This is an optimization exercise on Yosys and OpenROAD, whose aim is small area, a short achievable clock period and few clock cycles, not a production implementation.
The RTL was checked by simulation tests, not by an equivalence proof against the original design.

==> inputs of job 8492 <==
## go_to_point_steering_controller
module go_to_point_steering_controller (
    input  logic                              clk,
    input  logic                              rst_n,
    input  logic                              in_valid,
    output logic                              in_ready,
    input  logic [1:0]                        in_kind,
    input  logic signed [15:0]                in_waypoint_x,
    input  logic signed [15:0]                in_waypoint_y,
    input  logic signed [15:0]                in_pose_x,
    input  logic signed [15:0]                in_pose_y,
    input  logic signed [14:0]                in_pose_heading,
    output logic                              out_valid,
    input  logic                              out_ready,
    output logic [14:0]                       out_linear_speed,
    output logic signed [15:0]                out_turn_rate,
    output logic [16:0]                       out_distance,
    output logic [2:0]                        out_status,
    output logic                              out_last,
    input  logic                              cfg_we,
    input  logic [gtp_pkg::CFG_IDX_W-1:0]     cfg_index,
    input  logic [gtp_pkg::CFG_DATA_W-1:0]    cfg_data
);
export LEC_CHECK = 0
export CAP_MARGIN = 20
export CORE_MARGIN = 2
export CORE_UTILIZATION = 62
export CTS_BUF_LIST = sky130_fd_sc_hd__clkbuf_8
export CTS_CLUSTER_SIZE = 40
export SLEW_MARGIN = 20
create_clock -name core_clock -period 12.0 [get_ports {clk}]
run.sh (not shown) runs the stock make flow with config.mk's settings and CLKGATE_MAP_FILE= SYNTH_SCRIPT=/design/flow/synth_recipe.tcl, a recipe that flattens the netlist after the stock synthesis.
==> job 1012 (differences from job 8492) <==
--- a/flow/design.v
+++ b/flow/design.v
@@ -76,17 +76,16 @@
 module gtp_cordic_unit #(
     parameter int I  = 1,     
     parameter int WP = 25,    
     parameter int WR = 26     
 ) (
     input  logic                 clk,
     input  logic                 en,
     input  logic                 sec,
-    input  logic                 secp,    
     input  logic [25:0]          xp,
     input  logic signed [WP-1:0] wp,
     input  logic [I-1:0]         sp,
     input  logic [16:0]          hp,
     output logic [25:0]          xr,
     output logic signed [WR-1:0] wr,
     output logic [I+1:0]         sr,
     output logic [16:0]          hr
@@ -94,37 +93,34 @@
     localparam int WM = (WP > WR) ? WP : WR;
     localparam int LX = WM - I;    
     logic signed [WM-1:0] wi, ws;
     logic [25:0] xi, xs, wsx, x_new;
     logic [WR-1:0] xsw, w_new;
     logic s, c, xcy, xneg;
     logic [LX-1:0] xlo;
     logic [25-LX:0] xhi;
-    logic sec_x, sec_wn;
-    always_ff @(posedge clk)
-        if (en)
-        begin
-            sec_x  <= secp;
-            sec_wn <= !secp;
-        end
     always_comb
     begin
-        xi = sec_x ? xr : xp;
-        ws = sec_x ? (WM'(wr) >>> (I + 1)) : (WM'(wp) >>> I);
-        wi = sec_wn ? WM'(wp) : WM'(wr);
-        xs = sec_wn ? (xp >> I) : (xr >> (I + 1));
         if (sec)
         begin
+            xi = xr;
+            wi = WM'(wr);
             s  = !wr[WR-1];
+            xs = xr >> (I + 1);
+            ws = WM'(wr) >>> (I + 1);
             c  = &wr[I:0];
         end
         else
         begin
+            xi = xp;
+            wi = WM'(wp);
             s  = !wp[WP-1];
+            xs = xp >> I;
+            ws = WM'(wp) >>> I;
             c  = &wp[I-1:0];
         end
         wsx = 26'(ws);
         xsw = WR'(xs);
         {xcy, xlo} = {1'b0, xi[LX-1:0]} + {1'b0, (s ? wsx[LX-1:0] : ~wsx[LX-1:0])} + (LX+1)'(s ? c : !c);
         xneg = s ? wsx[25] : !wsx[25];
         if (xcy && !xneg)      xhi = xi[25:LX] + 1'b1;
         else if (!xcy && xneg) xhi = xi[25:LX] - 1'b1;
@@ -133,20 +129,24 @@
         w_new = WR'(wi) + (s ? ~xsw : xsw) + WR'(s);
     end
     always_ff @(posedge clk)
     begin
         if (en)
         begin
             xr <= x_new;
             wr <= w_new;
-            sr[I-1:0] <= sec_x ? sr[I-1:0] : sp;
-            sr[I]     <= sec_x ? sr[I] : s;
-            sr[I+1]   <= s;
-            hr        <= sec_x ? hr : hp;
+            if (!sec)
+            begin
+                sr[I-1:0] <= sp;
+                sr[I]     <= s;
+                hr        <= hp;
+            end
+            else
+                sr[I+1] <= s;
         end
     end
 endmodule
 module gtp_cordic_last #(
     parameter int WP = 16
 ) (
     input  logic                 clk,
     input  logic                 en,
@@ -184,18 +184,19 @@
             hr <= hp;
         end
     end
 endmodule
 module gtp_zsum (
     input  logic [13:0] s,
     input  logic qp, qn,
     input  logic [14:0] rh,
-    output logic [35:0] ra, rb
+    output logic signed [16:0] e
 );
+logic [35:0] ra, rb, r;
 logic zs_w1;
 logic zs_w2;
 logic zs_w3;
 logic zs_w4;
 logic zs_w5;
 logic zs_w6;
 logic zs_w7;
 logic zs_w8;
@@ -656,16 +657,18 @@
 assign zs_w229 = qn ^ 1'b1;
 assign zs_w230 = qn & 1'b1;
 assign zs_w231 = qn ^ 1'b1;
 assign zs_w232 = qn & 1'b1;
 assign zs_w233 = qn ^ 1'b1;
 assign zs_w234 = qn & 1'b1;
 assign ra = {zs_w232, zs_w230, zs_w228, zs_w226, zs_w224, zs_w222, zs_w220, zs_w218, zs_w216, zs_w214, zs_w212, zs_w210, zs_w208, zs_w206, zs_w204, zs_w202, zs_w200, zs_w198, zs_w196, zs_w194, zs_w192, zs_w190, zs_w188, zs_w186, zs_w139, qp, qn, qp, qn, qp, qn, qp, qn, qn, zs_w182, 1'b1};
 assign rb = {zs_w233, zs_w231, zs_w229, zs_w227, zs_w225, zs_w223, zs_w221, zs_w219, zs_w217, zs_w215, zs_w213, zs_w211, zs_w209, zs_w207, zs_w205, zs_w203, zs_w201, zs_w199, zs_w197, zs_w195, zs_w193, zs_w191, zs_w189, zs_w187, zs_w185, 1'b1, 1'b0, 1'b1, 1'b1, 1'b1, 1'b1, 1'b1, 1'b0, zs_w184, zs_w183, zs_w181};
+assign r = ra + rb;
+assign e = r[34:18];
 endmodule
 module gtp_dmul (
     input  logic [25:0] x,
     output logic [41:0] ra, rb
 );
 logic dm_w1;
 logic dm_w2;
 logic dm_w3;
@@ -3194,49 +3197,51 @@
         dyb = 17'(ry) - 17'(gy);
         e1 = 18'(gx) + 18'(ry) - 18'(rx) - 18'(gy);
         e2 = 18'(gx) + 18'(gy) - 18'(rx) - 18'(ry);
         dxneg = gx < rx;
         dyneg = gy < ry;
         ax = dxneg ? dxb[15:0] : dxa[15:0];
         ay = dyneg ? dyb[15:0] : dya[15:0];
     end
-    logic [15:0] pa, pb;
-    logic p_dxn, p_dyn, p_dyp, p_sw, sw_n;
-    assign sw_n = e1[17] ^ e2[17];
+    logic [15:0] p_ax, p_ay;
+    logic p_dxn, p_dyn, p_dyp, p_sw;
     always_ff @(posedge clk)
     begin
         if (!pre_lock_n)
         begin
-            pa    <= sw_n ? ay : ax;
-            pb    <= sw_n ? ax : ay;
+            p_ax  <= ax;
+            p_ay  <= ay;
             p_dxn <= dxneg;
             p_dyn <= dyneg;
             p_dyp <= gy > ry;
-            p_sw  <= sw_n;
+            p_sw  <= e1[17] ^ e2[17];
             p_rh  <= rh;
         end
     end
+    logic [15:0] pa, pb;
+    assign pa = p_sw ? p_ay : p_ax;
+    assign pb = p_sw ? p_ax : p_ay;
     logic near_w;
-    gtp_near u_nr (.a(pa), .b(pb), .ax(pa), .ay(pb), .tol(arrive_tol_reg), .near(near_w));
+    gtp_near u_nr (.a(pa), .b(pb), .ax(p_ax), .ay(p_ay), .tol(arrive_tol_reg), .near(near_w));
     always_ff @(posedge clk)
         p_near2 <= near_w;
     logic en;
     assign en = !freeze;
     logic s0y, s1y;
     logic [17:0] x2n;
     logic signed [18:0] v2a, v2b;
     logic [25:0] r1_x;
     logic signed [25:0] r1_w;
     logic [1:0] r1_s;
     logic [16:0] r1_h;
     always_comb
     begin
         s0y = p_dxn ? !p_dyn : p_dyp;                            
-        s1y = (pa > pb) && ((s0y ^ p_dxn) ? p_sw : !p_sw);
+        s1y = (s0y ^ p_dxn) ? (p_ay > p_ax) : (p_ax > p_ay);     
         x2n = 18'(pa) + {1'b0, pa, 1'b0} + 18'(pb);
         v2a = 19'(pa) + ~(19'(pb) + {2'b00, pb, 1'b0});         
         v2b = 19'(pb) + {2'b00, pb, 1'b0} + ~(19'(pa));         
     end
     always_ff @(posedge clk)
         if (en)
         begin
             r1_x <= {1'b0, x2n, 7'd0};
@@ -3253,65 +3258,58 @@
     logic signed [14:0] w7s;
     logic [3:0]  s2s;
     logic [5:0]  s3s;
     logic [7:0]  s4s;
     logic [9:0]  s5s;
     logic [11:0] s6s;
     logic [13:0] s8s;
     logic [16:0] h2s, h3s, h4s, h5s, h6s, h8s;
-    gtp_cordic_unit #(.I(2),  .WP(26), .WR(25)) u1 (.clk(clk), .en(en), .sec(tgs[2]), .secp(tgs[1]),
+    gtp_cordic_unit #(.I(2),  .WP(26), .WR(25)) u1 (.clk(clk), .en(en), .sec(tgs[2]),
         .xp(r1_x), .wp(r1_w), .sp(r1_s), .hp(r1_h),
         .xr(x2s), .wr(w2s), .sr(s2s), .hr(h2s));
-    gtp_cordic_unit #(.I(4),  .WP(25), .WR(23)) u2 (.clk(clk), .en(en), .sec(tgs[4]), .secp(tgs[3]),
+    gtp_cordic_unit #(.I(4),  .WP(25), .WR(23)) u2 (.clk(clk), .en(en), .sec(tgs[4]),
         .xp(x2s), .wp(w2s), .sp(s2s), .hp(h2s),
         .xr(x3s), .wr(w3s), .sr(s3s), .hr(h3s));
-    gtp_cordic_unit #(.I(6),  .WP(23), .WR(21)) u3 (.clk(clk), .en(en), .sec(tgs[6]), .secp(tgs[5]),
+    gtp_cordic_unit #(.I(6),  .WP(23), .WR(21)) u3 (.clk(clk), .en(en), .sec(tgs[6]),
         .xp(x3s), .wp(w3s), .sp(s3s), .hp(h3s),
         .xr(x4s), .wr(w4s), .sr(s4s), .hr(h4s));
-    gtp_cordic_unit #(.I(8),  .WP(21), .WR(19)) u4 (.clk(clk), .en(en), .sec(tgs[8]), .secp(tgs[7]),
+    gtp_cordic_unit #(.I(8),  .WP(21), .WR(19)) u4 (.clk(clk), .en(en), .sec(tgs[8]),
         .xp(x4s), .wp(w4s), .sp(s4s), .hp(h4s),
         .xr(x5s), .wr(w5s), .sr(s5s), .hr(h5s));
-    gtp_cordic_unit #(.I(10), .WP(19), .WR(17)) u5 (.clk(clk), .en(en), .sec(tgs[10]), .secp(tgs[9]),
+    gtp_cordic_unit #(.I(10), .WP(19), .WR(17)) u5 (.clk(clk), .en(en), .sec(tgs[10]),
         .xp(x5s), .wp(w5s), .sp(s5s), .hp(h5s),
         .xr(x6s), .wr(w6s), .sr(s6s), .hr(h6s));
-    gtp_cordic_unit #(.I(12), .WP(17), .WR(15)) u6 (.clk(clk), .en(en), .sec(tgs[12]), .secp(tgs[11]),
+    gtp_cordic_unit #(.I(12), .WP(17), .WR(15)) u6 (.clk(clk), .en(en), .sec(tgs[12]),
         .xp(x6s), .wp(w6s), .sp(s6s), .hp(h6s),
         .xr(x14), .wr(w7s), .sr(s8s), .hr(h8s));
     logic [41:0] dm_a, dm_b;
     logic [24:0] dm_lo;
+    logic signed [16:0] e_raw;
     gtp_dmul u_dm (.x(x14), .ra(dm_a), .rb(dm_b));
     assign dm_lo = {1'b0, dm_a[23:0]} + {1'b0, dm_b[23:0]};
-    logic [35:0] zs_a, zs_b;
-    logic [18:0] zs_lo;
-    gtp_zsum u_zs (.s(s8s), .qp(h8s[16]), .qn(h8s[15]), .rh(h8s[14:0]), .ra(zs_a), .rb(zs_b));
-    assign zs_lo = {1'b0, zs_a[17:0]} + {1'b0, zs_b[17:0]};
+    gtp_zsum u_zs (.s(s8s), .qp(h8s[16]), .qn(h8s[15]), .rh(h8s[14:0]), .e(e_raw));
     logic [17:0] r8_da, r8_db;
     logic r8_dc;
-    logic [16:0] r8_ea, r8_eb;
-    logic r8_ec;
+    logic signed [16:0] r8_e;
     always_ff @(posedge clk)
         if (en)
         begin
             r8_da <= dm_a[41:24];
             r8_db <= dm_b[41:24];
             r8_dc <= dm_lo[24];
-            r8_ea <= zs_a[34:18];
-            r8_eb <= zs_b[34:18];
-            r8_ec <= zs_lo[18];
+            r8_e <= e_raw;
         end
     logic [16:0] p2_dist;
     logic [17:0] r8_d;
-    logic signed [16:0] r8_e;
     logic signed [16:0] p2_em, p2_ep, p2_e;
     logic p2_db, p2_arr;
     always_comb
     begin
         r8_d = r8_da + r8_db + 18'(r8_dc);
-        r8_e = r8_ea + r8_eb + 17'(r8_ec);
         p2_dist = r8_d[17] ? 17'd131071 : r8_d[16:0];
         p2_em = r8_e - TWO_PI_Q;
         p2_ep = r8_e + TWO_PI_Q;
         if (r8_e > PI_Q)       p2_e = p2_em;
         else if (r8_e < -PI_Q) p2_e = p2_ep;
         else                   p2_e = r8_e;
         p2_db  = p2_dist > 17'(deadband_reg);
         p2_arr = p2_dist < 17'(arrive_tol_reg);
@@ -3359,27 +3357,26 @@
             r10_ta <= g_ra[30:12];
             r10_tb <= g_rb[30:12];
             r10_tc <= g_lo[12];
             r10_dist <= r9_dist;
             r10_db <= r9_db;
             r10_al <= p3_al;
             r10_arr <= r9_arr;
         end
-    logic [18:0] r10_t, p4_hi, p4_lo;
+    logic signed [18:0] mt_s, r10_t;
     logic signed [15:0] p4_turn;
     logic [14:0] p4_lin;
     always_comb
     begin
         r10_t = r10_ta + r10_tb + 19'(r10_tc);
-        p4_hi = r10_ta + r10_tb + 19'(r10_tc) + ~(19'(max_turn_reg));    
-        p4_lo = r10_ta + r10_tb + 19'(r10_tc) + 19'(max_turn_reg);       
+        mt_s = 19'(max_turn_reg);
         if (!r10_db)               p4_turn = 16'sd0;
-        else if (!p4_hi[18])       p4_turn = 16'(max_turn_reg);
-        else if (p4_lo[18])        p4_turn = -(16'(max_turn_reg));
+        else if (r10_t > mt_s)     p4_turn = 16'(mt_s);
+        else if (r10_t < -mt_s)    p4_turn = -(16'(mt_s));
         else                       p4_turn = 16'(r10_t);
         if (!(r10_db && r10_al))
             p4_lin = 15'd0;
         else if (r10_dist < 17'(min_speed_reg))
             p4_lin = (min_speed_reg > max_speed_reg) ? max_speed_reg : min_speed_reg;
         else if (r10_dist > 17'(max_speed_reg))
             p4_lin = max_speed_reg;
         else
==> flow/config.mk (replaced) <==
export PLATFORM = sky130hd
export DESIGN_NAME = go_to_point_steering_controller
export DESIGN_NICKNAME = go_to_point_steering_controller
export VERILOG_FILES = /design/flow/design.v
export SDC_FILE = /design/flow/constraint.sdc
export NUM_CORES = 4
export LEC_CHECK = 0
export CAP_MARGIN = 20
export CORE_MARGIN = 2
export CORE_UTILIZATION = 40
export SLEW_MARGIN = 20
==> run summary <==
- Fin crit share: 51.7%
- Number of fill cells: 20572
- Status: timing/DRC/antenna clean
- Multi-input logic area: 0.0521 mm²
- Stages on worst setup path: 10
- CP Buf/Inv Count: 5
- Metal1 wirelength: 101000 µm
- Multi-input combinational area share: 53.4%
- Clk sinks: 1089
- WP data arrival: 6.70 ns
That was job 1012.
==> run summary <==
- Clk sinks: 1118
- Stages on worst setup path: 9
- Multi-input combinational area share: 54.0%
- Multi-input logic area: 0.0524 mm²
- Metal1 wirelength: 96300 µm
- Number of fill cells: 11134
- WP data arrival: 6.58 ns
- Status: timing/DRC/antenna clean
That was job 8492.
Testbench counts of job 8492, summed over its fixed seeds: cycles 1,998.
Testbench counts of job 1012, summed over its fixed seeds: cycles 1,998.

[static timing again, ports no longer ideal]
Ports are ideal in the flow. The routed layouts listed here were re-timed in OpenROAD.
Step 1 sets driving cells, clkbuf_16 on the clock port and buf_2 on the other inputs (assumed; they add their load-dependent delay and slew).
Step 2 moves the port delays by t, midway between the first and last clock arrival at a register: inputs arrive t later, outputs are due t later. That takes back most of the time a late clock gives input paths.
Slacks: no drivers / after step 1 / after step 2; pairs: no drivers / after step 1.
run | t (ns) | setup WS [ns] | latest minus earliest clock arrival (ns) | cell pins on the clock port's net
job 8492 | 1.004 | 5.963 / 6.002 / 4.998 | 0.072 / 0.072 | 1
job 1012 | 0.869 | 5.801 / 5.856 / 4.987 | 0.043 / 0.043 | 1
After both steps setup and hold are still met in every run listed. For job 8492, which loses most, drivers alone change the setup slack by +0.039 ns; drivers and shift together by -0.965 ns.
